Source: an optimization exercise on an open RTL-to-GDS flow (aim: small area, a short achievable clock period and few clock cycles per item). Production flows keep margins and buffers that such runs may drop. Where RTL was checked, it was by simulation tests only, not by an equivalence proof against the original. Only the layout flow was run in run 1; the RTL was not checked for function there. No activity file was given, so power comes from the tool's default toggle rates.

==> flow/design.v, too long to show whole: its modules and the start of the top module <==
// module instr_decoder: 36 lines
// module instr_queue: 42 lines
// module instruction_issue: 89 lines
// module execute_cluster: 149 lines
// module mul_csa: 825 lines
// module core_issue_top: 101 lines
module core_issue_top (
    input  logic                   clk,
    input  logic                   rst,
    input  logic                   instr_valid,
    input  logic [31:0]            instr_word,
    input  logic                   flush,
    output logic                   stall,
    output logic                   wb_valid,
    output logic [5-1:0] wb_rd,
    output logic [32-1:0]       wb_data
);
  // ...
==> flow/run.sh <==
#!/bin/bash
# synth_recipe.tcl (not shown) runs the flow's synth.tcl, then flattens the netlist and writes it again
# the make line also repeats each setting of config.mk as NAME=value (left out here)
make -C /OpenROAD-flow-scripts/flow DESIGN_CONFIG=/design/flow/config.mk WORK_HOME=/design/flow/orfs CLKGATE_MAP_FILE= SYNTH_SCRIPT=/design/flow/synth_recipe.tcl finish
==> flow/config.mk <==
export PLATFORM = sky130hd
export DESIGN_NAME = core_issue_top
export DESIGN_NICKNAME = core_issue_top
export VERILOG_FILES = /design/flow/design.v
export SDC_FILE = /design/flow/constraint.sdc
export NUM_CORES = 4
export LEC_CHECK = 0
export ABC_CLOCK_PERIOD_IN_PS = 4500
export CAP_MARGIN = 20
export CORE_MARGIN = 2
export CORE_UTILIZATION = 40
export SETUP_SLACK_MARGIN = 2.5
export SLEW_MARGIN = 20
==> flow/constraint.sdc <==
create_clock -name core_clock -period 7.0 [get_ports {clk}]
set_input_delay 1.4000 -clock core_clock [delete_from_list [all_inputs] [get_ports {clk}]]
set_output_delay 1.4000 -clock core_clock [all_outputs]
set_load 0.01 [all_outputs]
==> qor.csv, run 1 <==
stage,metric,value,unit
hold_path,Min-Delay Startpoint,u_queue.head[23],
critical_path,required time of the critical path,7.74,ns
synthesis,most instantiated cells after synthesis,"sky130_fd_sc_hd__edfxtp_1 (1160), sky130_fd_sc_hd__mux4_2 (585), sky130_fd_sc_hd__xnor2_1 (334)",
hold_path,class of the tightest hold or removal check,reg2reg,
cells_and_area,Leading cell kind,multi-input combinational cells,
cells_and_area,final cell count without fillers,8619,
drt,count of unresolved DRC violations after routing,0,
hold_path,Hold EP,u_issue.ex_sub,
cells_and_area,Filler cells,17300,
place,port bufs,74,
cells_and_area,number of flip-flops and latches,1348,
sta,final-layout worst hold slack,0.3402,ns
synthesis,commonest register cell after synthesis,sky130_fd_sc_hd__edfxtp_1,
critical_path,stages on the worst setup path,17,
cells_and_area,proportion of layout cells with a drive suffix above 1,26.65,%
global_routing,maximum number of pins on one net before global-route repair,123,
cells_and_area,number of multi-input combinational cells in the layout,3654,
synthesis,sequential-to-total area share from yosys stat,48.69,%
critical_path,peak per-stage delay on the critical path,0.74,ns
clocking,TritonCTS clock tree,done,
status,status,"complete, no violations",
pwr,net switching power,15.62,mW
synthesis,Async SR Flop Fraction,0,%
cells_and_area,inverter count of the layout excluding clock inverters,320,
global_routing,initial antenna violation count,10,
pwr,power density over cell area,411.9,nW/µm²
sta,min cycle time layout,4.951,ns
cells_and_area,Clock buffer cells,194,
sta,slew at the pin closest to its max-slew limit,1.169,ns
synthesis,yosys warns,3,
==> module instr_queue, before the edit <==
module instr_queue (
    input  logic           clk,
    input  logic           rst,
    input  logic           flush,
    input  logic           push,
    input  core_pkg::dec_t wr_data,
    input  logic           pop,
    output logic           head_valid,
    output core_pkg::dec_t head,
    output logic           stall
);
    core_pkg::dec_t skid;
    logic           skid_valid;
    assign stall = skid_valid;
    always_ff @(posedge clk) begin
        if (rst || flush) begin
            head_valid <= 1'b0;
            skid_valid <= 1'b0;
        end else if (skid_valid) begin
            if (pop) begin
                head_valid <= 1'b1;
                skid_valid <= 1'b0;
            end
        end else if (!head_valid || pop) begin
            head_valid <= push;
        end else begin
            skid_valid <= push;
        end
    end
    always_ff @(posedge clk) begin
        if (skid_valid) begin
            if (pop)
                head <= skid;
        end else if (!head_valid || pop) begin
            head <= wr_data;
        end
    end
    always_ff @(posedge clk) begin
        if (!skid_valid && head_valid && !pop)
            skid <= wr_data;
    end
endmodule
==> module instruction_issue, before the edit <==
module instruction_issue (
    input  logic                     clk,
    input  logic                     rst,
    input  logic                     head_valid,
    input  core_pkg::dec_t           head,
    output logic                     fire,
    output logic                     ex_alu,
    output logic                     ex_mul,
    output logic                     ex_div,
    output logic [5-1:0]   ex_rd,
    output logic [2:0]               ex_funct3,
    output logic                     ex_sub,
    output logic [32-1:0]         ex_a,
    output logic [32-1:0]         ex_b,
    input  logic [32-1:0]         alu_res,
    input  logic                     s2_valid,
    input  logic [5-1:0]   s2_rd,
    input  logic [32-1:0]         s2_res,
    input  logic                     div_busy,
    input  logic [5-1:0]   div_rd,
    input  logic                     div_resv,
    input  logic                     rf_we,
    input  logic [5-1:0]   rf_waddr,
    input  logic [32-1:0]         rf_wdata
);
    logic [32-1:1][32-1:0] rf;
    logic [32-1:0][32-1:0] rf_rd;
    logic [5-1:0] rs1;
    logic [5-1:0] rs2;
    logic                   use_rs2;
    logic [32-1:0]       rs1_val;
    logic [32-1:0]       rs2_val;
    logic                   haz_mul;
    logic                   haz_div;
    logic                   blk_div;
    logic                   blk_slot;
    genvar gi;
    generate
        for (gi = 1; gi < 32; gi++) begin : g_rf
            always_ff @(posedge clk) begin
                if (rf_we && rf_waddr == gi)
                    rf[gi] <= rf_wdata;
            end
        end
    endgenerate
    assign rf_rd = {rf, {32{1'b0}}};
    assign rs1     = head.rs1;
    assign rs2     = head.imm[4:0];
    assign use_rs2 = !head.use_imm;
    always_comb begin
        if (ex_alu && ex_rd == rs1)
            rs1_val = alu_res;
        else if (s2_valid && s2_rd == rs1)
            rs1_val = s2_res;
        else
            rs1_val = rf_rd[rs1];
    end
    always_comb begin
        if (ex_alu && ex_rd == rs2)
            rs2_val = alu_res;
        else if (s2_valid && s2_rd == rs2)
            rs2_val = s2_res;
        else
            rs2_val = rf_rd[rs2];
    end
    assign haz_mul  = ex_mul && (ex_rd == rs1 || (use_rs2 && ex_rd == rs2));
    assign haz_div  = div_busy && (div_rd == rs1 || (use_rs2 && div_rd == rs2) || div_rd == head.rd);
    assign blk_div  = head.div && div_busy;
    assign blk_slot = !head.div && div_resv;
    assign fire = head_valid && !haz_mul && !haz_div && !blk_div && !blk_slot;
    always_ff @(posedge clk) begin
        if (rst) begin
            ex_alu <= 1'b0;
            ex_mul <= 1'b0;
            ex_div <= 1'b0;
        end else begin
            ex_alu <= fire && head.alu;
            ex_mul <= fire && head.mul;
            ex_div <= fire && head.div;
        end
    end
    always_ff @(posedge clk) begin
        ex_rd     <= head.rd;
        ex_funct3 <= head.funct3;
        ex_sub    <= head.sub;
        ex_a      <= rs1_val;
        ex_b      <= head.use_imm ? {{(32-12){head.imm[11]}}, head.imm} : rs2_val;
    end
endmodule
==> module execute_cluster, before the edit <==
module execute_cluster (
    input  logic                   clk,
    input  logic                   rst,
    input  logic                   ex_alu,
    input  logic                   ex_mul,
    input  logic                   ex_div,
    input  logic [5-1:0] ex_rd,
    input  logic [2:0]             ex_funct3,
    input  logic                   ex_sub,
    input  logic [32-1:0]       ex_a,
    input  logic [32-1:0]       ex_b,
    output logic [32-1:0]       alu_res,
    input  logic                   issue_div,
    input  logic [5-1:0] issue_rd,
    input  logic                   issue_rem,
    output logic                   s2_valid,
    output logic [5-1:0] s2_rd,
    output logic [32-1:0]       s2_res,
    output logic                   div_busy,
    output logic [5-1:0] div_rd,
    output logic                   div_resv,
    output logic                   rf_we,
    output logic [5-1:0] rf_waddr,
    output logic [32-1:0]       rf_wdata,
    output logic                   wb_valid,
    output logic [5-1:0] wb_rd,
    output logic [32-1:0]       wb_data
);
    logic [32-1:0] alu_b;
    logic [32-1:0] alu_sum;
    assign alu_b   = ex_sub ? ~ex_b : ex_b;
    assign alu_sum = ex_a + alu_b + {{(32-1){1'b0}}, ex_sub};
    always_comb begin
        case (ex_funct3)
            3'b100:  alu_res = ex_a ^ ex_b;
            3'b110:  alu_res = ex_a | ex_b;
            3'b111:  alu_res = ex_a & ex_b;
            default: alu_res = alu_sum;
        endcase
    end
    logic [32-1:0] mul_s;
    logic [32-1:0] mul_c;
    mul_csa u_mul (
        .a (ex_a),
        .b (ex_b),
        .s (mul_s),
        .c (mul_c)
    );
    logic [32-1:0] s2_s;
    logic [32-1:0] s2_c;
    always_ff @(posedge clk) begin
        if (rst)
            s2_valid <= 1'b0;
        else
            s2_valid <= ex_alu || ex_mul;
    end
    always_ff @(posedge clk) begin
        s2_rd <= ex_rd;
        s2_s  <= ex_mul ? mul_s : alu_res;
        s2_c  <= ex_mul ? mul_c : '0;
    end
    assign s2_res = s2_s + s2_c;
    function automatic [5:0] clz32(input [31:0] x);
        integer i;
        begin
            clz32 = 6'd32;
            for (i = 0; i < 32; i = i + 1)
                if (x[i])
                    clz32 = 31 - i;
        end
    endfunction
    logic [5:0]       za;
    logic [5:0]       zb;
    logic             b_zero;
    logic             b_le;
    logic [5:0]       dsh;
    logic [5:0]       n_steps;
    logic             div_run;
    logic             div_first;
    logic             div_done;
    logic             div_wr;
    logic             div_op_rem;
    logic [5:0]       div_cnt;
    logic [32-1:0] div_rem;
    logic [32-1:0] div_quot;
    logic [32-1:0] div_d;
    logic [32:0]   div_diff;
    logic [32-1:0] div_res;
    assign za      = clz32(ex_a);
    assign zb      = clz32(ex_b);
    assign b_zero  = (ex_b == '0);
    assign b_le    = !b_zero && (zb >= za);
    assign dsh     = zb - za;
    assign n_steps = b_le ? dsh + 6'd1 : 6'd0;
    assign div_diff = {1'b0, div_rem} - {1'b0, div_d};
    assign div_done = div_busy && !ex_div && !div_run;
    assign div_wr   = div_done && !s2_valid;
    assign div_res  = div_op_rem ? div_rem : div_quot;
    assign div_resv = div_run && (div_cnt == 6'd2 || (div_cnt == 6'd1 && div_first));
    always_ff @(posedge clk) begin
        if (rst) begin
            div_busy <= 1'b0;
            div_run  <= 1'b0;
        end else begin
            if (issue_div)
                div_busy <= 1'b1;
            else if (div_wr)
                div_busy <= 1'b0;
            if (ex_div)
                div_run <= b_le;
            else if (div_run && div_cnt == 6'd1)
                div_run <= 1'b0;
        end
    end
    always_ff @(posedge clk) begin
        if (issue_div) begin
            div_rd     <= issue_rd;
            div_op_rem <= issue_rem;
        end
    end
    always_ff @(posedge clk) begin
        div_first <= ex_div;
        if (ex_div) begin
            div_cnt  <= n_steps;
            div_rem  <= ex_a;
            div_quot <= b_zero ? '1 : '0;
            div_d    <= ex_b << dsh[4:0];
        end else if (div_run) begin
            div_cnt  <= div_cnt - 6'd1;
            div_quot <= {div_quot[32-2:0], !div_diff[32]};
            div_d    <= div_d >> 1;
            if (!div_diff[32])
                div_rem <= div_diff[32-1:0];
        end
    end
    assign rf_we    = s2_valid || div_wr;
    assign rf_waddr = s2_valid ? s2_rd : div_rd;
    assign rf_wdata = s2_valid ? s2_res : div_res;
    always_ff @(posedge clk) begin
        if (rst)
            wb_valid <= 1'b0;
        else
            wb_valid <= rf_we;
    end
    always_ff @(posedge clk) begin
        wb_rd   <= rf_waddr;
        wb_data <= rf_wdata;
    end
endmodule
==> module core_issue_top, before the edit <==
module core_issue_top (
    input  logic                   clk,
    input  logic                   rst,
    input  logic                   instr_valid,
    input  logic [31:0]            instr_word,
    input  logic                   flush,
    output logic                   stall,
    output logic                   wb_valid,
    output logic [5-1:0] wb_rd,
    output logic [32-1:0]       wb_data
);
    logic                   dec_ok;
    core_pkg::dec_t         dec;
    logic                   head_valid;
    core_pkg::dec_t         head;
    logic                   fire;
    logic                   ex_alu, ex_mul, ex_div;
    logic [5-1:0] ex_rd;
    logic [2:0]             ex_funct3;
    logic                   ex_sub;
    logic [32-1:0]       ex_a, ex_b;
    logic [32-1:0]       alu_res;
    logic                   s2_valid;
    logic [5-1:0] s2_rd;
    logic [32-1:0]       s2_res;
    logic                   div_busy;
    logic [5-1:0] div_rd;
    logic                   div_resv;
    logic                   rf_we;
    logic [5-1:0] rf_waddr;
    logic [32-1:0]       rf_wdata;
    instr_decoder u_decoder (
        .instr_word (instr_word),
        .dec_ok     (dec_ok),
        .dec        (dec)
    );
    instr_queue u_queue (
        .clk        (clk),
        .rst        (rst),
        .flush      (flush),
        .push       (instr_valid && !flush && dec_ok),
        .wr_data    (dec),
        .pop        (fire),
        .head_valid (head_valid),
        .head       (head),
        .stall      (stall)
    );
    instruction_issue u_issue (
        .clk        (clk),
        .rst        (rst),
        .head_valid (head_valid),
        .head       (head),
        .fire       (fire),
        .ex_alu     (ex_alu),
        .ex_mul     (ex_mul),
        .ex_div     (ex_div),
        .ex_rd      (ex_rd),
        .ex_funct3  (ex_funct3),
        .ex_sub     (ex_sub),
        .ex_a       (ex_a),
        .ex_b       (ex_b),
        .alu_res    (alu_res),
        .s2_valid   (s2_valid),
        .s2_rd      (s2_rd),
        .s2_res     (s2_res),
        .div_busy   (div_busy),
        .div_rd     (div_rd),
        .div_resv   (div_resv),
        .rf_we      (rf_we),
        .rf_waddr   (rf_waddr),
        .rf_wdata   (rf_wdata)
    );
    execute_cluster u_execute (
        .clk        (clk),
        .rst        (rst),
        .ex_alu     (ex_alu),
        .ex_mul     (ex_mul),
        .ex_div     (ex_div),
        .ex_rd      (ex_rd),
        .ex_funct3  (ex_funct3),
        .ex_sub     (ex_sub),
        .ex_a       (ex_a),
        .ex_b       (ex_b),
        .alu_res    (alu_res),
        .issue_div  (fire && head.div),
        .issue_rd   (head.rd),
        .issue_rem  (head.funct3[1]),
        .s2_valid   (s2_valid),
        .s2_rd      (s2_rd),
        .s2_res     (s2_res),
        .div_busy   (div_busy),
        .div_rd     (div_rd),
        .div_resv   (div_resv),
        .rf_we      (rf_we),
        .rf_waddr   (rf_waddr),
        .rf_wdata   (rf_wdata),
        .wb_valid   (wb_valid),
        .wb_rd      (wb_rd),
        .wb_data    (wb_data)
    );
endmodule
==> run 2: changes to the inputs <==
--- a/flow/design.v
+++ b/flow/design.v
@@ -5,16 +5,17 @@
         logic                   div;       
         logic [2:0]             funct3;    
         logic                   sub;       
         logic                   use_imm;   
         logic [11:0]            imm;       
         logic [5-1:0] rs1;
         logic [5-1:0] rd;
     } dec_t;
+    localparam int DEC_W = 3 + 3 + 1 + 1 + 12 + 2 * 5;
 endpackage
 `timescale 1ns/10ps
 import core_pkg::*;
 module instr_decoder (
     input  logic [31:0]      instr_word,
     output logic             dec_ok,
     output core_pkg::dec_t   dec
 );
@@ -46,57 +47,60 @@
     assign dec.use_imm = is_imm;
     assign dec.imm     = instr_word[31:20];
     assign dec.rs1     = instr_word[19:15];
     assign dec.rd      = instr_word[11:7];
     assign dec_ok = (dec.alu || dec.mul || dec.div) && (instr_word[11:7] != 5'd0);
 endmodule
 `timescale 1ns/10ps
 import core_pkg::*;
-module instr_queue (
+module instr_queue #(
+    parameter int DEPTH = 3
+) (
     input  logic           clk,
     input  logic           rst,
     input  logic           flush,
     input  logic           push,
     input  core_pkg::dec_t wr_data,
     input  logic           pop,
     output logic           head_valid,
     output core_pkg::dec_t head,
     output logic           stall
 );
-    core_pkg::dec_t skid;
-    logic           skid_valid;
-    assign stall = skid_valid;
+    localparam int W = core_pkg::DEC_W;
+    logic [DEPTH-1:0][W-1:0] q;
+    logic [DEPTH-1:0]        v;
+    assign head       = q[0];
+    assign head_valid = v[0];
+    assign stall      = v[DEPTH-1];
     always_ff @(posedge clk) begin
         if (rst || flush) begin
-            head_valid <= 1'b0;
-            skid_valid <= 1'b0;
-        end else if (skid_valid) begin
-            if (pop) begin
-                head_valid <= 1'b1;
-                skid_valid <= 1'b0;
-            end
-        end else if (!head_valid || pop) begin
-            head_valid <= push;
+            v <= '0;
         end else begin
-            skid_valid <= push;
+            for (int i = 0; i < DEPTH; i++) begin
+                if (pop)
+                    v[i] <= (i + 1 < DEPTH ? v[(i + 1) % DEPTH] : 1'b0) || (push && v[i]) ||
+                            (push && i == 0 && !v[0]);
+                else
+                    v[i] <= v[i] || (push && (i == 0 || v[(i + DEPTH - 1) % DEPTH]));
+            end
         end
     end
     always_ff @(posedge clk) begin
-        if (skid_valid) begin
-            if (pop)
-                head <= skid;
-        end else if (!head_valid || pop) begin
-            head <= wr_data;
+        for (int i = 0; i < DEPTH; i++) begin
+            if (pop) begin
+                if (i + 1 < DEPTH && v[(i + 1) % DEPTH])
+                    q[i] <= q[(i + 1) % DEPTH];
+                else if (v[i] || i == 0)
+                    q[i] <= wr_data;
+            end else if (!v[i]) begin
+                q[i] <= wr_data;
+            end
         end
     end
-    always_ff @(posedge clk) begin
-        if (!skid_valid && head_valid && !pop)
-            skid <= wr_data;
-    end
 endmodule
 `timescale 1ns/10ps
 import core_pkg::*;
 module instruction_issue (
     input  logic                     clk,
     input  logic                     rst,
     input  logic                     head_valid,
     input  core_pkg::dec_t           head,
@@ -104,16 +108,18 @@
     output logic                     ex_alu,
     output logic                     ex_mul,
     output logic                     ex_div,
     output logic [5-1:0]   ex_rd,
     output logic [2:0]               ex_funct3,
     output logic                     ex_sub,
     output logic [32-1:0]         ex_a,
     output logic [32-1:0]         ex_b,
+    output logic [32-1:0]         mul_a,
+    output logic [32-1:0]         mul_b,
     input  logic [32-1:0]         alu_res,
     input  logic                     s2_valid,
     input  logic [5-1:0]   s2_rd,
     input  logic [32-1:0]         s2_res,
     input  logic                     div_busy,
     input  logic [5-1:0]   div_rd,
     input  logic                     div_resv,
     input  logic                     rf_we,
@@ -171,37 +177,43 @@
             ex_mul <= 1'b0;
             ex_div <= 1'b0;
         end else begin
             ex_alu <= fire && head.alu;
             ex_mul <= fire && head.mul;
             ex_div <= fire && head.div;
         end
     end
+    logic [32-1:0] op_b;
+    assign op_b = head.use_imm ? {{(32-12){head.imm[11]}}, head.imm} : rs2_val;
     always_ff @(posedge clk) begin
         ex_rd     <= head.rd;
         ex_funct3 <= head.funct3;
         ex_sub    <= head.sub;
         ex_a      <= rs1_val;
-        ex_b      <= head.use_imm ? {{(32-12){head.imm[11]}}, head.imm} : rs2_val;
+        ex_b      <= op_b;
+        mul_a     <= head.mul ? rs1_val : '0;
+        mul_b     <= head.mul ? rs2_val : '0;
     end
 endmodule
 `timescale 1ns/10ps
 import core_pkg::*;
 module execute_cluster (
     input  logic                   clk,
     input  logic                   rst,
     input  logic                   ex_alu,
     input  logic                   ex_mul,
     input  logic                   ex_div,
     input  logic [5-1:0] ex_rd,
     input  logic [2:0]             ex_funct3,
     input  logic                   ex_sub,
     input  logic [32-1:0]       ex_a,
     input  logic [32-1:0]       ex_b,
+    input  logic [32-1:0]       mul_a,
+    input  logic [32-1:0]       mul_b,
     output logic [32-1:0]       alu_res,
     input  logic                   issue_div,
     input  logic [5-1:0] issue_rd,
     input  logic                   issue_rem,
     output logic                   s2_valid,
     output logic [5-1:0] s2_rd,
     output logic [32-1:0]       s2_res,
     output logic                   div_busy,
@@ -221,103 +233,124 @@
     always_comb begin
         case (ex_funct3)
             3'b100:  alu_res = ex_a ^ ex_b;
             3'b110:  alu_res = ex_a | ex_b;
             3'b111:  alu_res = ex_a & ex_b;
             default: alu_res = alu_sum;
         endcase
     end
-    logic [32-1:0] mul_s;
-    logic [32-1:0] mul_c;
+    logic [32-1:0] mul_r0;
+    logic [32-1:0] mul_r1;
+    logic [32-1:0] mul_r2;
+    logic [32-1:0] mul_r3;
     mul_csa u_mul (
-        .a (ex_a),
-        .b (ex_b),
-        .s (mul_s),
-        .c (mul_c)
+        .a  (mul_a),
+        .b  (mul_b),
+        .r0 (mul_r0),
+        .r1 (mul_r1),
+        .r2 (mul_r2),
+        .r3 (mul_r3)
     );
-    logic [32-1:0] s2_s;
-    logic [32-1:0] s2_c;
+    logic [32-1:0] s2_r0;
+    logic [32-1:0] s2_r1;
+    logic [32-1:0] s2_r2;
+    logic [32-1:0] s2_r3;
+    logic [32-1:0] s2_t0;
+    logic [32-1:0] s2_t1;
+    logic [32-1:0] s2_u0;
+    logic [32-1:0] s2_u1;
     always_ff @(posedge clk) begin
         if (rst)
             s2_valid <= 1'b0;
         else
             s2_valid <= ex_alu || ex_mul;
     end
     always_ff @(posedge clk) begin
         s2_rd <= ex_rd;
-        s2_s  <= ex_mul ? mul_s : alu_res;
-        s2_c  <= ex_mul ? mul_c : '0;
+        s2_r0 <= ex_mul ? mul_r0 : alu_res;
+        s2_r1 <= ex_mul ? mul_r1 : '0;
+        s2_r2 <= ex_mul ? mul_r2 : '0;
+        s2_r3 <= ex_mul ? mul_r3 : '0;
     end
-    assign s2_res = s2_s + s2_c;
+    assign s2_t0  = s2_r0 ^ s2_r1 ^ s2_r2;
+    assign s2_t1  = {(s2_r0[32-2:0] & s2_r1[32-2:0]) | (s2_r0[32-2:0] & s2_r2[32-2:0]) |
+                     (s2_r1[32-2:0] & s2_r2[32-2:0]), 1'b0};
+    assign s2_u0  = s2_t0 ^ s2_t1 ^ s2_r3;
+    assign s2_u1  = {(s2_t0[32-2:0] & s2_t1[32-2:0]) | (s2_t0[32-2:0] & s2_r3[32-2:0]) |
+                     (s2_t1[32-2:0] & s2_r3[32-2:0]), 1'b0};
+    assign s2_res = s2_u0 + s2_u1;
     function automatic [5:0] clz32(input [31:0] x);
         integer i;
         begin
             clz32 = 6'd32;
             for (i = 0; i < 32; i = i + 1)
                 if (x[i])
                     clz32 = 31 - i;
         end
     endfunction
     logic [5:0]       za;
     logic [5:0]       zb;
+    logic [5:0]       zdiff;
     logic             b_zero;
     logic             b_le;
-    logic [5:0]       dsh;
-    logic [5:0]       n_steps;
     logic             div_run;
-    logic             div_first;
+    logic             div_align;
     logic             div_done;
     logic             div_wr;
     logic             div_op_rem;
+    logic [4:0]       div_sh;
     logic [5:0]       div_cnt;
     logic [32-1:0] div_rem;
     logic [32-1:0] div_quot;
     logic [32-1:0] div_d;
     logic [32:0]   div_diff;
     logic [32-1:0] div_res;
-    assign za      = clz32(ex_a);
-    assign zb      = clz32(ex_b);
-    assign b_zero  = (ex_b == '0);
-    assign b_le    = !b_zero && (zb >= za);
-    assign dsh     = zb - za;
-    assign n_steps = b_le ? dsh + 6'd1 : 6'd0;
+    assign za     = clz32(ex_a);
+    assign zb     = clz32(ex_b);
+    assign zdiff  = zb - za;
+    assign b_zero = (ex_b == '0);
+    assign b_le   = !b_zero && (zb >= za);
     assign div_diff = {1'b0, div_rem} - {1'b0, div_d};
-    assign div_done = div_busy && !ex_div && !div_run;
+    assign div_done = div_busy && !ex_div && !div_align && !div_run;
     assign div_wr   = div_done && !s2_valid;
     assign div_res  = div_op_rem ? div_rem : div_quot;
-    assign div_resv = div_run && (div_cnt == 6'd2 || (div_cnt == 6'd1 && div_first));
+    assign div_resv = (div_align && div_cnt == 6'd1) || (div_run && div_cnt == 6'd2);
     always_ff @(posedge clk) begin
         if (rst) begin
-            div_busy <= 1'b0;
-            div_run  <= 1'b0;
+            div_busy  <= 1'b0;
+            div_align <= 1'b0;
+            div_run   <= 1'b0;
         end else begin
             if (issue_div)
                 div_busy <= 1'b1;
             else if (div_wr)
                 div_busy <= 1'b0;
-            if (ex_div)
-                div_run <= b_le;
+            div_align <= ex_div && b_le;
+            if (div_align)
+                div_run <= 1'b1;
             else if (div_run && div_cnt == 6'd1)
                 div_run <= 1'b0;
         end
     end
     always_ff @(posedge clk) begin
         if (issue_div) begin
             div_rd     <= issue_rd;
             div_op_rem <= issue_rem;
         end
     end
     always_ff @(posedge clk) begin
-        div_first <= ex_div;
         if (ex_div) begin
-            div_cnt  <= n_steps;
+            div_sh   <= zdiff[4:0];
+            div_cnt  <= zdiff + 6'd1;
             div_rem  <= ex_a;
             div_quot <= b_zero ? '1 : '0;
-            div_d    <= ex_b << dsh[4:0];
+            div_d    <= ex_b;
+        end else if (div_align) begin
+            div_d    <= div_d << div_sh;
         end else if (div_run) begin
             div_cnt  <= div_cnt - 6'd1;
             div_quot <= {div_quot[32-2:0], !div_diff[32]};
             div_d    <= div_d >> 1;
             if (!div_diff[32])
                 div_rem <= div_diff[32-1:0];
         end
     end
@@ -333,18 +366,20 @@
     always_ff @(posedge clk) begin
         wb_rd   <= rf_waddr;
         wb_data <= rf_wdata;
     end
 endmodule
 module mul_csa (
     input  logic [31:0] a,
     input  logic [31:0] b,
-    output logic [31:0] s,
-    output logic [31:0] c
+    output logic [31:0] r0,
+    output logic [31:0] r1,
+    output logic [31:0] r2,
+    output logic [31:0] r3
 );
     wire [2:0] bd0 = {b[1], b[0], 1'b0};
     wire one0 = bd0[1] ^ bd0[0];
     wire two0 = (bd0 == 3'b011) | (bd0 == 3'b100);
     wire neg0 = bd0[2];
     wire p1 = ((one0 & a[0]) | (two0 & 1'b0)) ^ neg0;
     wire p2 = ((one0 & a[1]) | (two0 & a[0])) ^ neg0;
     wire p3 = ((one0 & a[2]) | (two0 & a[1])) ^ neg0;
@@ -1036,134 +1071,20 @@
     wire s629 = s525 ^ s527 ^ s529;
     wire c630 = (s525 & s527) | (s525 & s529) | (s527 & s529);
     wire s631 = c520 ^ c522 ^ c524;
     wire c632 = (c520 & c522) | (c520 & c524) | (c522 & c524);
     wire s633 = s531 ^ s533 ^ s535;
     wire c634 = (s531 & s533) | (s531 & s535) | (s533 & s535);
     wire s635 = c526 ^ c528 ^ c530;
     wire c636 = (c526 & c528) | (c526 & c530) | (c528 & c530);
-    wire s637 = p5 ^ p35;
-    wire c638 = p5 & p35;
-    wire s639 = p6 ^ p36;
-    wire c640 = p6 & p36;
-    wire s641 = s537 ^ p65 ^ p91;
-    wire c642 = (s537 & p65) | (s537 & p91) | (p65 & p91);
-    wire s643 = s539 ^ p66 ^ p92;
-    wire c644 = (s539 & p66) | (s539 & p92) | (p66 & p92);
-    wire s645 = s541 ^ s543 ^ neg4;
-    wire c646 = (s541 & s543) | (s541 & neg4) | (s543 & neg4);
-    wire s647 = s545 ^ s547 ^ c542;
-    wire c648 = (s545 & s547) | (s545 & c542) | (s547 & c542);
-    wire s649 = s549 ^ s551 ^ c546;
-    wire c650 = (s549 & s551) | (s549 & c546) | (s551 & c546);
-    wire s651 = s553 ^ s555 ^ c550;
-    wire c652 = (s553 & s555) | (s553 & c550) | (s555 & c550);
-    wire s653 = s557 ^ s559 ^ c554;
-    wire c654 = (s557 & s559) | (s557 & c554) | (s559 & c554);
-    wire s655 = s561 ^ s563 ^ c558;
-    wire c656 = (s561 & s563) | (s561 & c558) | (s563 & c558);
-    wire s657 = s565 ^ s567 ^ c562;
-    wire c658 = (s565 & s567) | (s565 & c562) | (s567 & c562);
-    wire s659 = s569 ^ s571 ^ c566;
-    wire c660 = (s569 & s571) | (s569 & c566) | (s571 & c566);
-    wire s661 = s573 ^ s575 ^ c570;
-    wire c662 = (s573 & s575) | (s573 & c570) | (s575 & c570);
-    wire s663 = s577 ^ s579 ^ c574;
-    wire c664 = (s577 & s579) | (s577 & c574) | (s579 & c574);
-    wire s665 = s581 ^ s583 ^ c578;
-    wire c666 = (s581 & s583) | (s581 & c578) | (s583 & c578);
-    wire s667 = s585 ^ s587 ^ c582;
-    wire c668 = (s585 & s587) | (s585 & c582) | (s587 & c582);
-    wire s669 = s589 ^ s591 ^ c586;
-    wire c670 = (s589 & s591) | (s589 & c586) | (s591 & c586);
-    wire s671 = s593 ^ s595 ^ c590;
-    wire c672 = (s593 & s595) | (s593 & c590) | (s595 & c590);
-    wire s673 = s597 ^ s599 ^ c594;
-    wire c674 = (s597 & s599) | (s597 & c594) | (s599 & c594);
-    wire s675 = s601 ^ s603 ^ c598;
-    wire c676 = (s601 & s603) | (s601 & c598) | (s603 & c598);
-    wire s677 = s605 ^ s607 ^ c602;
-    wire c678 = (s605 & s607) | (s605 & c602) | (s607 & c602);
-    wire s679 = s609 ^ s611 ^ c606;
-    wire c680 = (s609 & s611) | (s609 & c606) | (s611 & c606);
-    wire s681 = s613 ^ s615 ^ c610;
-    wire c682 = (s613 & s615) | (s613 & c610) | (s615 & c610);
-    wire s683 = s617 ^ s619 ^ c614;
-    wire c684 = (s617 & s619) | (s617 & c614) | (s619 & c614);
-    wire s685 = s621 ^ s623 ^ c618;
-    wire c686 = (s621 & s623) | (s621 & c618) | (s623 & c618);
-    wire s687 = s625 ^ s627 ^ c622;
-    wire c688 = (s625 & s627) | (s625 & c622) | (s627 & c622);
-    wire s689 = s629 ^ s631 ^ c626;
-    wire c690 = (s629 & s631) | (s629 & c626) | (s631 & c626);
-    wire s691 = s633 ^ s635 ^ c630;
-    wire c692 = (s633 & s635) | (s633 & c630) | (s635 & c630);
-    wire s693 = p3 ^ p33;
-    wire c694 = p3 & p33;
-    wire s695 = p4 ^ p34;
-    wire c696 = p4 & p34;
-    wire s697 = s637 ^ p63 ^ neg2;
-    wire c698 = (s637 & p63) | (s637 & neg2) | (p63 & neg2);
-    wire s699 = s639 ^ p64 ^ c638;
-    wire c700 = (s639 & p64) | (s639 & c638) | (p64 & c638);
-    wire s701 = s641 ^ neg3 ^ c640;
-    wire c702 = (s641 & neg3) | (s641 & c640) | (neg3 & c640);
-    wire s703 = s643 ^ c538 ^ c642;
-    wire c704 = (s643 & c538) | (s643 & c642) | (c538 & c642);
-    wire s705 = s645 ^ c540 ^ c644;
-    wire c706 = (s645 & c540) | (s645 & c644) | (c540 & c644);
-    wire s707 = s647 ^ c544 ^ c646;
-    wire c708 = (s647 & c544) | (s647 & c646) | (c544 & c646);
-    wire s709 = s649 ^ c548 ^ c648;
-    wire c710 = (s649 & c548) | (s649 & c648) | (c548 & c648);
-    wire s711 = s651 ^ c552 ^ c650;
-    wire c712 = (s651 & c552) | (s651 & c650) | (c552 & c650);
-    wire s713 = s653 ^ c556 ^ c652;
-    wire c714 = (s653 & c556) | (s653 & c652) | (c556 & c652);
-    wire s715 = s655 ^ c560 ^ c654;
-    wire c716 = (s655 & c560) | (s655 & c654) | (c560 & c654);
-    wire s717 = s657 ^ c564 ^ c656;
-    wire c718 = (s657 & c564) | (s657 & c656) | (c564 & c656);
-    wire s719 = s659 ^ c568 ^ c658;
-    wire c720 = (s659 & c568) | (s659 & c658) | (c568 & c658);
-    wire s721 = s661 ^ c572 ^ c660;
-    wire c722 = (s661 & c572) | (s661 & c660) | (c572 & c660);
-    wire s723 = s663 ^ c576 ^ c662;
-    wire c724 = (s663 & c576) | (s663 & c662) | (c576 & c662);
-    wire s725 = s665 ^ c580 ^ c664;
-    wire c726 = (s665 & c580) | (s665 & c664) | (c580 & c664);
-    wire s727 = s667 ^ c584 ^ c666;
-    wire c728 = (s667 & c584) | (s667 & c666) | (c584 & c666);
-    wire s729 = s669 ^ c588 ^ c668;
-    wire c730 = (s669 & c588) | (s669 & c668) | (c588 & c668);
-    wire s731 = s671 ^ c592 ^ c670;
-    wire c732 = (s671 & c592) | (s671 & c670) | (c592 & c670);
-    wire s733 = s673 ^ c596 ^ c672;
-    wire c734 = (s673 & c596) | (s673 & c672) | (c596 & c672);
-    wire s735 = s675 ^ c600 ^ c674;
-    wire c736 = (s675 & c600) | (s675 & c674) | (c600 & c674);
-    wire s737 = s677 ^ c604 ^ c676;
-    wire c738 = (s677 & c604) | (s677 & c676) | (c604 & c676);
-    wire s739 = s679 ^ c608 ^ c678;
-    wire c740 = (s679 & c608) | (s679 & c678) | (c608 & c678);
-    wire s741 = s681 ^ c612 ^ c680;
-    wire c742 = (s681 & c612) | (s681 & c680) | (c612 & c680);
-    wire s743 = s683 ^ c616 ^ c682;
-    wire c744 = (s683 & c616) | (s683 & c682) | (c616 & c682);
-    wire s745 = s685 ^ c620 ^ c684;
-    wire c746 = (s685 & c620) | (s685 & c684) | (c620 & c684);
-    wire s747 = s687 ^ c624 ^ c686;
-    wire c748 = (s687 & c624) | (s687 & c686) | (c624 & c686);
-    wire s749 = s689 ^ c628 ^ c688;
-    wire c750 = (s689 & c628) | (s689 & c688) | (c628 & c688);
-    wire s751 = s691 ^ c632 ^ c690;
-    wire c752 = (s691 & c632) | (s691 & c690) | (c632 & c690);
-    assign s = {s751, s749, s747, s745, s743, s741, s739, s737, s735, s733, s731, s729, s727, s725, s723, s721, s719, s717, s715, s713, s711, s709, s707, s705, s703, s701, s699, s697, s695, s693, p2, p1};
-    assign c = {c750, c748, c746, c744, c742, c740, c738, c736, c734, c732, c730, c728, c726, c724, c722, c720, c718, c716, c714, c712, c710, c708, c706, c704, c702, c700, c698, c696, c694, neg1, 1'b0, neg0};
+    assign r0 = {s633, s629, s625, s621, s617, s613, s609, s605, s601, s597, s593, s589, s585, s581, s577, s573, s569, s565, s561, s557, s553, s549, s545, s541, s539, s537, p6, p5, p4, p3, p2, p1};
+    assign r1 = {s635, s631, s627, s623, s619, s615, s611, s607, s603, s599, s595, s591, s587, s583, s579, s575, s571, s567, s563, s559, s555, s551, s547, s543, p66, p65, p36, p35, p34, p33, 1'b0, neg0};
+    assign r2 = {c630, c626, c622, c618, c614, c610, c606, c602, c598, c594, c590, c586, c582, c578, c574, c570, c566, c562, c558, c554, c550, c546, c542, neg4, p92, p91, p64, p63, 1'b0, neg1, 1'b0, 1'b0};
+    assign r3 = {c632, c628, c624, c620, c616, c612, c608, c604, c600, c596, c592, c588, c584, c580, c576, c572, c568, c564, c560, c556, c552, c548, c544, c540, c538, neg3, 1'b0, neg2, 1'b0, 1'b0, 1'b0, 1'b0};
 endmodule
 `timescale 1ns/10ps
 import core_pkg::*;
 module core_issue_top (
     input  logic                   clk,
     input  logic                   rst,
     input  logic                   instr_valid,
     input  logic [31:0]            instr_word,
@@ -1178,16 +1099,17 @@
     logic                   head_valid;
     core_pkg::dec_t         head;
     logic                   fire;
     logic                   ex_alu, ex_mul, ex_div;
     logic [5-1:0] ex_rd;
     logic [2:0]             ex_funct3;
     logic                   ex_sub;
     logic [32-1:0]       ex_a, ex_b;
+    logic [32-1:0]       mul_a, mul_b;
     logic [32-1:0]       alu_res;
     logic                   s2_valid;
     logic [5-1:0] s2_rd;
     logic [32-1:0]       s2_res;
     logic                   div_busy;
     logic [5-1:0] div_rd;
     logic                   div_resv;
     logic                   rf_we;
@@ -1218,16 +1140,18 @@
         .ex_alu     (ex_alu),
         .ex_mul     (ex_mul),
         .ex_div     (ex_div),
         .ex_rd      (ex_rd),
         .ex_funct3  (ex_funct3),
         .ex_sub     (ex_sub),
         .ex_a       (ex_a),
         .ex_b       (ex_b),
+        .mul_a      (mul_a),
+        .mul_b      (mul_b),
         .alu_res    (alu_res),
         .s2_valid   (s2_valid),
         .s2_rd      (s2_rd),
         .s2_res     (s2_res),
         .div_busy   (div_busy),
         .div_rd     (div_rd),
         .div_resv   (div_resv),
         .rf_we      (rf_we),
@@ -1240,16 +1164,18 @@
         .ex_alu     (ex_alu),
         .ex_mul     (ex_mul),
         .ex_div     (ex_div),
         .ex_rd      (ex_rd),
         .ex_funct3  (ex_funct3),
         .ex_sub     (ex_sub),
         .ex_a       (ex_a),
         .ex_b       (ex_b),
+        .mul_a      (mul_a),
+        .mul_b      (mul_b),
         .alu_res    (alu_res),
         .issue_div  (fire && head.div),
         .issue_rd   (head.rd),
         .issue_rem  (head.funct3[1]),
         .s2_valid   (s2_valid),
         .s2_rd      (s2_rd),
         .s2_res     (s2_res),
         .div_busy   (div_busy),
==> flow/config.mk (replaced) <==
export PLATFORM = sky130hd
export DESIGN_NAME = core_issue_top
export DESIGN_NICKNAME = core_issue_top
export VERILOG_FILES = /design/flow/design.v
export SDC_FILE = /design/flow/constraint.sdc
export NUM_CORES = 4
export LEC_CHECK = 0
export ABC_CLOCK_PERIOD_IN_PS = 2500
export CAP_MARGIN = 20
export CORE_MARGIN = 2
export CORE_UTILIZATION = 40
export SETUP_SLACK_MARGIN = 4.0
export SLEW_MARGIN = 20
==> qor.csv, run 2 <==
stage,metric,value,unit,change
cells_and_area,register ranked first by flip-flop count,u_issue.rf,,unchanged
clocking,root buffer cell,sky130_fd_sc_hd__clkbuf_16,,unchanged
synthesis,number of synthesized flops with an enable pin,1195,,was 1160
place,sum of net half-perimeters after detailed placement,191.8,mm,was 186.6 mm
drt,total via count after detailed routing,62460,,was 54490
die,Placement Rows,168,,was 163
synthesis,cell area after synthesis,84650,µm²,was 79280 µm²
clocking,register clock-pin slew on the reported worst setup and hold paths,0.06,ns,was 0.07 ns
cells_and_area,proportion of layout cells with a drive suffix above 1,36.21,%,was 26.65%
die,DIE AREA,215300,µm²,was 201800 µm²
status,status,"complete, but fails checks",,"was complete, no violations"
synthesis,share of the synthesized area in the top cell type,42.39,%,was 43.94%
global_routing,maximum number of pins on one net before global-route repair,81,,was 123
critical_path,startpoint-to-endpoint class of the critical path,reg2reg,,unchanged
critical_path,CP max-delay cell,sky130_fd_sc_hd__or4_4,,was sky130_fd_sc_hd__dfxtp_1
clocking,number of clock sinks seen by CTS,1504,,was 1348
synthesis,sequential-to-total area share from yosys stat,49.70,%,was 48.69%
synthesis,post-synth top area cell,sky130_fd_sc_hd__edfxtp_1,,unchanged
synthesis,number of distinct library cells after synthesis,95,,was 88
drt,average routed wire per standard cell,33.96,µm,was 33.04 µm
global_routing,vias in the first global route,60910,,was 53600
cells_and_area,"most common cell after layout, fill and taps aside",sky130_fd_sc_hd__edfxtp_1,,unchanged
die,starting utilization of the core area,40.31,%,was 40.20%
die,die outline width,464.0,µm,was 449.2 µm
cells_and_area,post-layout net count,7270,,was 6300
synthesis,register bit count reported by yosys,1504,,was 1348
cells_and_area,layout overhead on the synthesized area,26.92,%,was 14.72%
synthesis,most instantiated cells after synthesis,"sky130_fd_sc_hd__edfxtp_1 (1195), sky130_fd_sc_hd__mux4_2 (578), sky130_fd_sc_hd__nor2_1 (353)",,"was sky130_fd_sc_hd__edfxtp_1 (1160), sky130_fd_sc_hd__mux4_2 (585), sky130_fd_sc_hd__xnor2_1 (334)"
status,Failing Checks,"capacitance limit, slew limit",,
drt,count of unresolved DRC violations after routing,0,,unchanged
cells_and_area,area of all sequential standard cells,42190,µm²,was 38710 µm²
pwr,PnR Total Power,22.86,mW,was 37.46 mW
clocking,TritonCTS clock tree,done,,unchanged
synthesis,yosys warns,3,,unchanged
sta,Post-Route Setup TNS,0,ns,unchanged
place,port bufs,74,,unchanged
drt,routed vias/inst,6.398,,was 6.322
critical_path,highest fanout seen on the critical path,4,,was 8
die,DIE HEIGHT,464.0,µm,was 449.2 µm
sta,headroom to the max-slew limit,-7.583,%,was 21.23%
global_routing,first-pass GRT wire length,459.5,mm,was 402.1 mm
critical_path,stages on the worst setup path,15,,was 17
pwr,power density over cell area,212.8,nW/µm²,was 411.9 nW/µm²
synthesis,main area contributors after synthesis,"sky130_fd_sc_hd__edfxtp_1 (42%), sky130_fd_sc_hd__mux4_2 (15%), sky130_fd_sc_hd__dfxtp_1 (7.3%), sky130_fd_sc_hd__fa_1 (4.6%), sky130_fd_sc_hd__ha_1 (3.3%)",,"was sky130_fd_sc_hd__edfxtp_1 (44%), sky130_fd_sc_hd__mux4_2 (17%), sky130_fd_sc_hd__fa_1 (4.8%), sky130_fd_sc_hd__dfxtp_1 (4.7%), sky130_fd_sc_hd__xnor2_1 (3.7%)"
pwr,reported leakage power,38.31,nW,was 31.57 nW
pwr,worst vdd ir,0.2779,mV,was 1.139 mV
job,max cap viols,3,,was 0
cells_and_area,footprint of the multi-input gates,45740,µm²,was 39150 µm²
global_routing,leftover overflow at the end of global routing,0,,unchanged
critical_path,Buf/Inv on CP,3,,was 2
clocking,number of levels the H-tree was split into,4,,unchanged
clocking,"Clk Latency, worst-skew pair",0.84,ns,was 0.82 ns
sta,final number of max-transition violations,11,,was 0
synthesis,library cell with the highest instance count after synthesis,sky130_fd_sc_hd__edfxtp_1,,unchanged
sta,min cycle time layout,4.116,ns,was 4.951 ns
drt,drt first-iter violations,8209,,was 7119
critical_path,cell with the most instances on the worst path,sky130_fd_sc_hd__fa_1,,was sky130_fd_sc_hd__xnor2_1
hold_path,Worst Hold Depth,0,,unchanged
critical_path,startpoint types,register,,unchanged
cells_and_area,flip-flop count of the largest register after layout,992,,unchanged
sta,highest clock frequency the design can meet,0.2429,GHz,was 0.2020 GHz
sta,count of endpoints failing setup in the final report,0,,unchanged
synthesis,commonest register cell after synthesis,sky130_fd_sc_hd__edfxtp_1,,unchanged
cells_and_area,largest registers,"u_issue.rf: 992 flops, u_queue.q: 90 flops",,
die,I/O pin count,75,,unchanged
drt,post-detailed-route count of antenna-violating nets,0,,unchanged
sta,slew at the pin closest to its max-slew limit,1.569,ns,was 1.169 ns
sta,post-route fraction of the period consumed by the critical path,58.81,%,was 70.72%
cells_and_area,Filler cells,17360,,was 17300
global_routing,initial antenna violation count,17,,was 10
critical_path,Top Family by Delay on Critical Path,adder cells,,unchanged
synthesis,Async SR Flop Fraction,0,%,unchanged
drt,routed wire length,331.6,mm,was 284.7 mm
clocking,number of buffers on the longest clock path,3,,unchanged
sta,final-layout worst hold slack,0.3618,ns,was 0.3402 ns
critical_path,endpoint kind of the worst setup timing path,register,,unchanged
clocking,number of buffers inserted during clock tree synthesis,164,,was 149
drt,Pre-Repair DR Iteration Count,7,,unchanged
sta,final hold viol count,0,,unchanged
synthesis,synthesized area per cell,13.46,µm²,was 13.76 µm²
sta,setup clock skew after layout,0.06167,ns,was 0.09056 ns
global_routing,GR Util All Layers,29.70,%,was 27.71%
hold_path,class of the tightest hold or removal check,reg2reg,,unchanged
synthesis,Mapped Nets,6744,,was 6214
die,Floorplan Core Area,210000,µm²,was 197200 µm²
critical_path,worst r2r path cells,15,,was 17
synthesis,cells after synthesis,6289,,was 5761
critical_path,peak per-stage delay on the critical path,0.58,ns,was 0.74 ns
cells_and_area,"top library cells by usage in the layout, fill and taps aside","sky130_fd_sc_hd__edfxtp_1 (1195), sky130_fd_sc_hd__mux4_2 (578), sky130_fd_sc_hd__buf_4 (318)",,"was sky130_fd_sc_hd__edfxtp_1 (1160), sky130_fd_sc_hd__mux4_2 (585), sky130_fd_sc_hd__nand2_1 (317)"
critical_path,CP cell instances,"fa_1, inv_1, fa_1, inv_2, ha_4, nand4_1, a21oi_2, or4_4, a31o_4, o21ai_4, buf_6, xnor2_4, a211oi_4, o21bai_4, o21ai_2",,"was xnor2_1, a21oi_1, fa_1, inv_1, fa_1, fa_1, fa_1, inv_1, fa_2, xnor2_2, xnor2_2, xnor2_1, xnor2_1, xnor2_1, xnor2_1, nand2_1, o21ai_1"
critical_path,arrival time reported for the critical path endpoint,4.75,ns,was 5.69 ns
sta,setup repair after global routing missed its margin,yes,,unchanged
place,routability cong.,0.9396,,was 0.9645
critical_path,required time of the critical path,7.64,ns,was 7.74 ns
-- run 2: cell count changes after synthesis, sizes merged, moves of 16 or more --
cell,previous run,this run
nor3,38,59
a21oi,228,271
xor2,101,119
edfxtp,1160,1195
inv,317,290
o21ai,263,299
dfxtp,188,309
nand2b,17,38
and2,45,121
nor2,224,353
nand3,36,52
xnor2,334,306
-- run 2: cell families after synthesis --
kind of cell | Yosys count | share of synthesized area (%)
xor+xnor | 425 | 4.397
buf+inv | 754 | 3.530
simple gates | 1071 | 5.864
mux | 835 | 18.62
fa+ha+maj | 419 | 7.914
compound gates | 1281 | 9.977
flops | 1504 | 49.70
-- run 2: stage by stage --
stage	setup slack [ns]	cells	utilization, %	cell area, µm²
2_1_floorplan	3.107	6289	-	86030
4_1_cts	3.024	9613	49.59	104100
6_report	2.884	9763	51.16	107400
5_1_grt	2.843	9762	51.16	107400
3_3_place_gp	2.109	8854	42.64	89550
3_5_place_dp	2.076	8856	42.67	89600
-- run 2: metal layers --
layer	routed length, µm	global-route usage (%)
met4	21450	16.47
met1	124500	39.16
met2	147600	44.80
met5	218	0
met3	37800	7.467
-- run 2: what timing repair did --
item	4_1_cts	5_1_grt
gates resized for setup	913	391
pin swaps	255	211
gates cloned	91	33
setup endpoints to repair	2380	1473
hold buffers	0	0
buffers inserted	362	106
-- run 2: path summary, 6_finish.rpt --
kind / slack (ns) / endpoint / from
worst min register to register: 0.36 / u_execute.s2_rd[4] / u_issue.ex_rd[4]
worst min-delay path: 0.36 / u_execute.s2_rd[4] / u_issue.ex_rd[4]
worst max-delay path: 2.88 / u_issue.ex_b[21] / u_execute.s2_r2[4]
worst max register to register: 2.88 / u_issue.ex_b[21] / u_execute.s2_r2[4]
-- run 2: area by class of cell --
type	instances	share of cell area (%)
Multi-Input combinational cell	4090	42.58
Timing Repair Buffer	760	8.745
Clock buffer	222	4.243
Antenna cell	5	0.01165
Clock inverter	82	0.7628
Inverter	295	1.129
Tap cell	2805	3.267
Sequential cell	1504	39.27
-- run 2: power breakdown --
part,internal (mW),total (mW),leakage (nW),switching [mW]
clock network,4.96,8.78,2.63,3.82
registers,9.66,9.86,13.5,0.196
logic,1.86,4.22,22.2,2.36
total,16.5,22.9,38.3,6.37
Testbench counts of run 2, summed over its fixed seeds: cycles 18,202, instrs 16,000.
==> run 3: changes to the inputs <==
--- a/flow/config.mk
+++ b/flow/config.mk
@@ -6,8 +6,8 @@
 export NUM_CORES = 4
 export LEC_CHECK = 0
-export ABC_CLOCK_PERIOD_IN_PS = 2500
+export ABC_AREA = 1
 export CAP_MARGIN = 20
 export CORE_MARGIN = 2
 export CORE_UTILIZATION = 40
-export SETUP_SLACK_MARGIN = 4.0
+export SETUP_SLACK_MARGIN = 3.0
 export SLEW_MARGIN = 20
==> qor.csv, run 3 <==
stage,metric,value,unit,change
status,status,"complete, no violations",,"was complete, but fails checks"
clocking,number of buffers inserted during clock tree synthesis,167,,was 164
drt,average routed wire per standard cell,29.51,µm,was 33.96 µm
critical_path,Crit Reg-Reg Startpoint,u_execute.s2_r0[4],,was u_execute.s2_r2[4]
die,starting utilization of the core area,40.11,%,was 40.31%
synthesis,Async SR Flop Fraction,0,%,unchanged
sta,post-route fraction of the period consumed by the critical path,60.22,%,was 58.81%
pwr,worst vdd ir,0.2704,mV,was 0.2779 mV
place,port bufs,74,,unchanged
global_routing,GR Util All Layers,30.90,%,was 29.70%
die,DIE HEIGHT,464.5,µm,was 464.0 µm
synthesis,commonest register cell after synthesis,sky130_fd_sc_hd__edfxtp_1,,unchanged
hold_path,Hold EP,u_issue.ex_funct3[2],,was u_execute.s2_rd[4]
global_routing,first-pass GRT wire length,493.2,mm,was 459.5 mm
critical_path,highest fanout seen on the critical path,8,,was 4
sta,setup clock skew after layout,0.06509,ns,was 0.06167 ns
clocking,"Clk Latency, worst-skew pair",0.85,ns,was 0.84 ns
clocking,number of clock sinks seen by CTS,1504,,unchanged
critical_path,CP max-delay cell,sky130_fd_sc_hd__fa_1,,was sky130_fd_sc_hd__or4_4
pwr,net switching power,6.125,mW,was 6.371 mW
global_routing,leftover overflow at the end of global routing,0,,unchanged
pwr,clock share of power,41.8,%,was 38.4%
drt,drt first-iter violations,11840,,was 8209
synthesis,main area contributors after synthesis,"sky130_fd_sc_hd__edfxtp_1 (42%), sky130_fd_sc_hd__dfxtp_1 (7.3%), sky130_fd_sc_hd__o21ai_0 (5.9%), sky130_fd_sc_hd__nand2_1 (5.2%), sky130_fd_sc_hd__fa_1 (4.6%)",,"was sky130_fd_sc_hd__edfxtp_1 (42%), sky130_fd_sc_hd__mux4_2 (15%), sky130_fd_sc_hd__dfxtp_1 (7.3%), sky130_fd_sc_hd__fa_1 (4.6%), sky130_fd_sc_hd__ha_1 (3.3%)"
synthesis,library cell with the highest instance count after synthesis,sky130_fd_sc_hd__edfxtp_1,,unchanged
synthesis,number of synthesized flops with an enable pin,1195,,unchanged
drt,Pre-Repair DR Iteration Count,9,,was 7
critical_path,worst r2r path cells,28,,was 15
synthesis,sequential-to-total area share from yosys stat,49.61,%,was 49.70%
die,Floorplan Core Area,211500,µm²,was 210000 µm²
synthesis,post-synth top area cell,sky130_fd_sc_hd__edfxtp_1,,unchanged
global_routing,maximum number of pins on one net before global-route repair,195,,was 81
global_routing,vias in the first global route,70670,,was 60910
pwr,reported leakage power,37.56,nW,was 38.31 nW
sta,final number of max-transition violations,0,,was 11
job,max cap viols,0,,was 3
synthesis,most instantiated cells after synthesis,"sky130_fd_sc_hd__edfxtp_1 (1195), sky130_fd_sc_hd__nand2_1 (1171), sky130_fd_sc_hd__o21ai_0 (993)",,"was sky130_fd_sc_hd__edfxtp_1 (1195), sky130_fd_sc_hd__mux4_2 (578), sky130_fd_sc_hd__nor2_1 (353)"
drt,count of unresolved DRC violations after routing,0,,unchanged
sta,min cycle time layout,4.215,ns,was 4.116 ns
cells_and_area,Filler cells,19540,,was 17360
sta,Post-Route Setup TNS,0,ns,unchanged
synthesis,register bit count reported by yosys,1504,,unchanged
die,Placement Rows,169,,was 168
critical_path,Buf/Inv on CP,6,,was 3
clocking,TritonCTS clock tree,done,,unchanged
drt,total via count after detailed routing,75540,,was 62460
pwr,PnR Total Power,21.89,mW,was 22.86 mW
place,routability cong.,1.004,,was 0.9396
synthesis,synthesized area per cell,9.401,µm²,was 13.46 µm²
synthesis,Mapped Nets,9476,,was 6744
critical_path,required time of the critical path,7.68,ns,was 7.64 ns
die,DIE AREA,215700,µm²,was 215300 µm²
pwr,power density over cell area,223.3,nW/µm²,was 212.8 nW/µm²
sta,final hold viol count,0,,unchanged
drt,routed wire length,353.0,mm,was 331.6 mm
drt,post-detailed-route count of antenna-violating nets,0,,unchanged
clocking,register clock-pin slew on the reported worst setup and hold paths,0.06,ns,about the same
hold_path,Min-Delay Startpoint,u_queue.q[26],,was u_issue.ex_rd[4]
synthesis,number of distinct library cells after synthesis,64,,was 95
hold_path,Worst Hold Depth,0,,unchanged
sta,headroom to the max-slew limit,13.89,%,was -7.583%
synthesis,cells after synthesis,9021,,was 6289
clocking,number of buffers on the longest clock path,3,,unchanged
die,die outline width,464.5,µm,was 464.0 µm
synthesis,yosys warns,3,,unchanged
clocking,number of levels the H-tree was split into,4,,unchanged
cells_and_area,proportion of layout cells with a drive suffix above 1,11.36,%,was 36.21%
sta,slew at the pin closest to its max-slew limit,1.284,ns,was 1.569 ns
clocking,CTS hold repair buffers,0,,unchanged
cells_and_area,layout overhead on the synthesized area,15.61,%,was 26.92%
sta,count of endpoints failing setup in the final report,0,,unchanged
pwr,sequential group share of total power,44.8,%,was 43.1%
critical_path,Top Family by Delay on Critical Path,adder cells,,unchanged
critical_path,startpoint types,register,,unchanged
hold_path,class of the tightest hold or removal check,reg2reg,,unchanged
sta,highest clock frequency the design can meet,0.2372,GHz,was 0.2429 GHz
cells_and_area,post-layout net count,9440,,was 7270
place,sum of net half-perimeters after detailed placement,212.6,mm,was 191.8 mm
critical_path,reg2reg setup slack,2.78,ns,was 2.88 ns
cells_and_area,"top library cells by usage in the layout, fill and taps aside","sky130_fd_sc_hd__edfxtp_1 (1195), sky130_fd_sc_hd__nand2_1 (1120), sky130_fd_sc_hd__o21ai_0 (957)",,"was sky130_fd_sc_hd__edfxtp_1 (1195), sky130_fd_sc_hd__mux4_2 (578), sky130_fd_sc_hd__buf_4 (318)"
drt,routed vias/inst,6.315,,was 6.398
pwr,switch share,27.98,%,was 27.87%
critical_path,peak per-stage delay on the critical path,0.54,ns,was 0.58 ns
pwr,fraction of power consumed by combinational cells,13.5,%,was 18.4%
critical_path,endpoint of the worst-slack reg-to-reg timing path,u_issue.rf[987],,was u_issue.ex_b[21]
global_routing,initial antenna violation count,24,,was 17
die,I/O pin count,75,,unchanged
critical_path,endpoint kind of the worst setup timing path,register,,unchanged
synthesis,cell area after synthesis,84810,µm²,was 84650 µm²
clocking,root buffer cell,sky130_fd_sc_hd__clkbuf_16,,unchanged
critical_path,startpoint-to-endpoint class of the critical path,reg2reg,,unchanged
cells_and_area,flip-flop count of the largest register after layout,992,,unchanged
pwr,cell-internal power,15.77,mW,was 16.49 mW
cells_and_area,largest registers,"u_issue.rf: 992 flops, u_queue.q: 90 flops",,unchanged
cells_and_area,"most common cell after layout, fill and taps aside",sky130_fd_sc_hd__edfxtp_1,,unchanged
critical_path,arrival time reported for the critical path endpoint,4.90,ns,was 4.75 ns
sta,final-layout worst hold slack,0.3461,ns,was 0.3618 ns
critical_path,cell with the most instances on the worst path,sky130_fd_sc_hd__nand2_2,,was sky130_fd_sc_hd__fa_1
sta,setup repair after global routing missed its margin,yes,,unchanged
cells_and_area,register ranked first by flip-flop count,u_issue.rf,,unchanged
synthesis,share of the synthesized area in the top cell type,42.31,%,was 42.39%
## run 3: changes by cell type after synthesis, moves of 243 or more
cell / previous run / this run
sky130_fd_sc_hd__nand2_1: 319 / 1171
sky130_fd_sc_hd__o21ai_0: 235 / 993
sky130_fd_sc_hd__mux4_2: 578 / 0
sky130_fd_sc_hd__a21oi_1: 270 / 766
sky130_fd_sc_hd__inv_1: 278 / 762
sky130_fd_sc_hd__nor2_1: 353 / 684
sky130_fd_sc_hd__o22ai_1: 57 / 334
sky130_fd_sc_hd__o221ai_1: 4 / 276
sky130_fd_sc_hd__xnor2_1: 306 / 39
sky130_fd_sc_hd__clkbuf_1: 273 / 537
sky130_fd_sc_hd__nand3_1: 51 / 294
## run 3: layout make-up
cell class                 count  area [µm²]  share of cell area (%)
timing repair buffer         459        4843                   4.940
sequential                  1504       42150                   42.99
tap                         2821        3530                   3.600
inverter                     800        3172                   3.235
multi-input combinational   6050       38680                   39.45
antenna                       14       35.03                 0.03573
timing repair inverter         3       25.02                 0.02552
clock buffer                 231        4634                   4.727
clock inverter                79       973.4                  0.9929
## run 3: kinds of logic after synthesis
family / after synthesis / synth area share [%]
AOI/OAI and AO/OA: 2912 / 20.52
xor gates and xnor gates: 379 / 3.914
adders and majority gates: 419 / 7.899
buffers and inverters: 1467 / 6.583
DFF: 1504 / 49.61
muxes: 33 / 0.3969
and+or+nand+nor: 2307 / 11.08
## run 3: metal layers
metal	track usage [%]	wire length [µm]	vias up	share of wire, %
met5	0	264	-	0.075
met4	18.73	25530	12	7.2
met3	7.907	45510	1288	13
met2	46.78	153700	5670	44
met1	39.69	128000	36460	36
li1	-	-	32110	-
## run 3: how the worst max path moves through the flow
stage | slack [ns] | depth (start not counted) | end | from
3_5_place_dp | 1.92 | 13 | u_execute.s2_r0[30] | u_issue.mul_b[17]
4_1_cts | 2.86 | 21 | u_issue.rf[165] | u_execute.s2_r0[4]
2_1_floorplan | 3.00 | 19 | u_execute.s2_r0[31] | u_issue.mul_b[15]
3_3_place_gp | 2.01 | 16 | u_execute.s2_r0[31] | u_issue.mul_b[17]
6_report | 2.78 | 28 | u_issue.rf[987] | u_execute.s2_r0[4]
5_1_grt | 2.68 | 28 | u_issue.rf[987] | u_execute.s2_r0[4]
## run 3: stage by stage
stage	area (µm²)	setup WS (ns)	instances	util, %
after global placement	88760	2.014	11460	41.97
after global routing	98020	2.676	11950	46.36
final	98040	2.785	11960	46.37
after CTS	95890	2.863	11850	45.35
after floorplan	84950	2.997	9021	-
after detailed placement	88890	1.922	11460	42.04
## run 3: worst register-to-register path: cells and delay by family (launching register included)
kind,cells,cell delay [ns]
AO/OA/AOI/OAI,2,0.26
XOR/XNOR,1,0.26
adder cells (fa/ha/maj),3,1.31
buffers and inverters,6,0.63
flip-flops,1,0.32
AND/OR/NAND/NOR,16,1.29
## run 3: what timing repair did
item | in CTS | in global routing
setup buffers | 63 | 75
gates resized for setup | 186 | 263
setup endpoints to repair | 780 | 830
pin swaps | 28 | 55
cloned | 10 | 24
## run 3: power groups by stage
| stage | registers (mW) | clock network, mW | logic, mW |
|---|---|---|---|
| after floorplan | 9.92 | 0 | 1.60 |
| after global placement | 9.99 | 0 | 2.59 |
| after detailed placement | 9.99 | 0 | 2.61 |
| after CTS | 9.80 | 9.19 | 2.71 |
| after global routing | 9.80 | 9.53 | 3.10 |
| final | 9.80 | 9.14 | 2.95 |
==> run 4: changes to the inputs <==
--- a/flow/config.mk
+++ b/flow/config.mk
@@ -6,5 +6,5 @@
 export NUM_CORES = 4
 export LEC_CHECK = 0
-export ABC_AREA = 1
+export ABC_CLOCK_PERIOD_IN_PS = 3000
 export CAP_MARGIN = 20
 export CORE_MARGIN = 2
==> qor.csv, run 4 <==
stage,metric,value,unit,change
status,status,"complete, no violations",,unchanged
drt,routed wire length,289.4,mm,was 353.0 mm
die,DIE HEIGHT,464.0,µm,was 464.5 µm
cells_and_area,layout overhead on the synthesized area,14.43,%,was 15.61%
critical_path,CP cell instances,"buf_12, mux2_2, a22o_1, mux4_2, mux2i_1, nor2_1, a211oi_1, a21oi_1, and2_1",,
synthesis,share of the synthesized area in the top cell type,42.39,%,was 42.31%
pwr,power density over cell area,224.2,nW/µm²,was 223.3 nW/µm²
sta,highest clock frequency the design can meet,0.2445,GHz,was 0.2372 GHz
cells_and_area,proportion of layout cells with a drive suffix above 1,23.02,%,was 11.36%
cells_and_area,flip-flop count of the largest register after layout,992,,unchanged
cells_and_area,post-layout net count,6787,,was 9440
die,Placement Rows,168,,was 169
die,starting utilization of the core area,40.31,%,was 40.11%
drt,count of unresolved DRC violations after routing,0,,unchanged
place,port bufs,74,,unchanged
clocking,number of buffers on the longest clock path,3,,unchanged
critical_path,peak per-stage delay on the critical path,0.73,ns,was 0.54 ns
cells_and_area,"most common cell after layout, fill and taps aside",sky130_fd_sc_hd__edfxtp_1,,unchanged
synthesis,Async SR Flop Fraction,0,%,unchanged
synthesis,register bit count reported by yosys,1504,,unchanged
pwr,reported leakage power,34.21,nW,was 37.56 nW
global_routing,GR Util All Layers,26.35,%,was 30.90%
synthesis,cells after synthesis,6289,,was 9021
synthesis,commonest register cell after synthesis,sky130_fd_sc_hd__edfxtp_1,,unchanged
clocking,number of levels the H-tree was split into,4,,unchanged
critical_path,CP max-delay cell,sky130_fd_sc_hd__edfxtp_1,,was sky130_fd_sc_hd__fa_1
synthesis,number of synthesized flops with an enable pin,1195,,unchanged
cells_and_area,register ranked first by flip-flop count,u_issue.rf,,unchanged
pwr,worst vdd ir,0.2596,mV,was 0.2704 mV
synthesis,yosys warns,3,,unchanged
synthesis,most instantiated cells after synthesis,"sky130_fd_sc_hd__edfxtp_1 (1195), sky130_fd_sc_hd__mux4_2 (578), sky130_fd_sc_hd__nor2_1 (353)",,"was sky130_fd_sc_hd__edfxtp_1 (1195), sky130_fd_sc_hd__nand2_1 (1171), sky130_fd_sc_hd__o21ai_0 (993)"
die,Floorplan Core Area,210000,µm²,was 211500 µm²
sta,Post-Route Setup TNS,0,ns,unchanged
global_routing,maximum number of pins on one net before global-route repair,88,,was 195
synthesis,Mapped Nets,6744,,was 9476
cells_and_area,"top library cells by usage in the layout, fill and taps aside","sky130_fd_sc_hd__edfxtp_1 (1195), sky130_fd_sc_hd__mux4_2 (578), sky130_fd_sc_hd__nor2_1 (317)",,"was sky130_fd_sc_hd__edfxtp_1 (1195), sky130_fd_sc_hd__nand2_1 (1120), sky130_fd_sc_hd__o21ai_0 (957)"
clocking,"Clk Latency, worst-skew pair",0.84,ns,was 0.85 ns
sta,headroom to the max-slew limit,16.21,%,was 13.89%
critical_path,endpoint of the worst-slack reg-to-reg timing path,u_issue.mul_a[25],,was u_issue.rf[987]
critical_path,endpoint kind of the worst setup timing path,register,,unchanged
hold_path,Worst Hold Depth,0,,unchanged
drt,Pre-Repair DR Iteration Count,6,,was 9
sta,final number of max-transition violations,0,,unchanged
drt,total via count after detailed routing,58060,,was 75540
die,die outline width,464.0,µm,was 464.5 µm
synthesis,post-synth top area cell,sky130_fd_sc_hd__edfxtp_1,,unchanged
global_routing,vias in the first global route,56680,,was 70670
hold_path,Min-Delay Startpoint,u_queue.q[24],,was u_queue.q[26]
critical_path,Crit Reg-Reg Startpoint,u_queue.q[6],,was u_execute.s2_r0[4]
run 4: power breakdown:
group / internal [mW] / leakage (nW) / switching (mW)
logic: 1.18 / 18.0 / 1.78
clock network: 5.09 / 2.70 / 3.82
registers: 9.66 / 13.5 / 0.185
run 4: through the flow:
stage          cell area, µm²  instances
5_1_grt                 96860       9276
3_3_place_gp            88840       8866
2_1_floorplan           84860       6289
3_5_place_dp            88980       8872
4_1_cts                 95750       9220
6_report                96860       9278
run 4: worst max-delay path by stage:
stage / end / cells after the start
after floorplan: u_execute.s2_r0[28] / 15
after global placement: u_execute.s2_r0[30] / 11
after detailed placement: u_execute.s2_r0[30] / 11
after CTS: u_issue.rf[215] / 14
after global routing: u_execute.div_cnt[5] / 18
final: u_issue.mul_a[25] / 9
run 4: what timing repair did:
action / 4_1_cts / 5_1_grt
gates cloned: 14 / 8
resized for setup: 154 / 136
setup buffers: 31 / 46
setup endpoints to repair: 808 / 611
pin swaps: 27 / 30
run 4: critical path, delay by kind of cell (launching register included):
kind                   cells  cell delay [ns]
AOI/OAI and AO/OA          3             0.85
buffers and inverters      1             0.48
DFF                        1             0.73
muxes                      3             1.41
and+or+nand+nor            2             0.47
run 4: cells by family (layout without fill, tap and decap cells):
kind of cell	Yosys count	after routing	share of synthesized area [%]
other cells	0	4	0
compound gates	1281	1292	9.977
xor+xnor	425	425	4.397
fa+ha+maj	419	419	7.914
buf+inv	754	918	3.530
simple gates	1071	1071	5.864
flops	1504	1504	49.70
mux	835	840	18.62
run 4: routing by layer:
| metal | wire length (µm) | share of wire [%] | up-vias | global-route usage [%] |
|---|---|---|---|---|
| met1 | 115100 | 40 | 29980 | 36.47 |
| met2 | 132500 | 46 | 3280 | 40.61 |
| met4 | 13590 | 4.7 | 6 | 10.85 |
| met3 | 28230 | 9.8 | 576 | 5.152 |
| met5 | 35 | 0.012 | - | 0 |
| li1 | - | - | 24220 | - |
run 4: final cells by class:
| cell class | count | area [µm²] |
|---|---|---|
| fillers | 18370 | 113100 |
| clock buffers | 227 | 4638 |
| flip-flops and latches | 1504 | 42130 |
| well taps | 2805 | 3510 |
| diodes | 4 | 10.01 |
| inverters | 295 | 1146 |
| repair buffers | 320 | 3257 |
| clock inverters | 76 | 900.9 |
| multi-input cells | 4047 | 41270 |

[port drivers added, routing unchanged]
How much do the figures lean on ideal ports? The routed layouts below were timed once more, with nothing changed but the port constraints. Step 1 assumes that a clkbuf_16 drives the clock port and a buf_2 every other input. Step 2 adds t to the input delays and takes it off the output delays; t is the mean of the earliest and latest rising clock arrival at the registers after step 1. Input paths then give back, and output paths get back, about the clock's delay inside the block. Three values: ideal, step 1, step 2; two values: the first two.
run	shift t [ns]	setup WS [ns]	hold WS [ns]	worst setup path at the end	clock arrival spread, ns
run 1	0.864	2.049 / 2.049 / 2.049	0.340 / 0.340 / 0.340	register to register	0.090 / 0.090
run 2	0.899	2.884 / 2.884 / 2.884	0.362 / 0.362 / 0.362	register to register	0.062 / 0.062
run 3	0.913	2.785 / 2.785 / 2.785	0.346 / 0.346 / 0.346	register to register	0.066 / 0.067
run 4	0.896	2.910 / 2.910 / 2.910	0.339 / 0.339 / 0.339	register to register	0.060 / 0.060
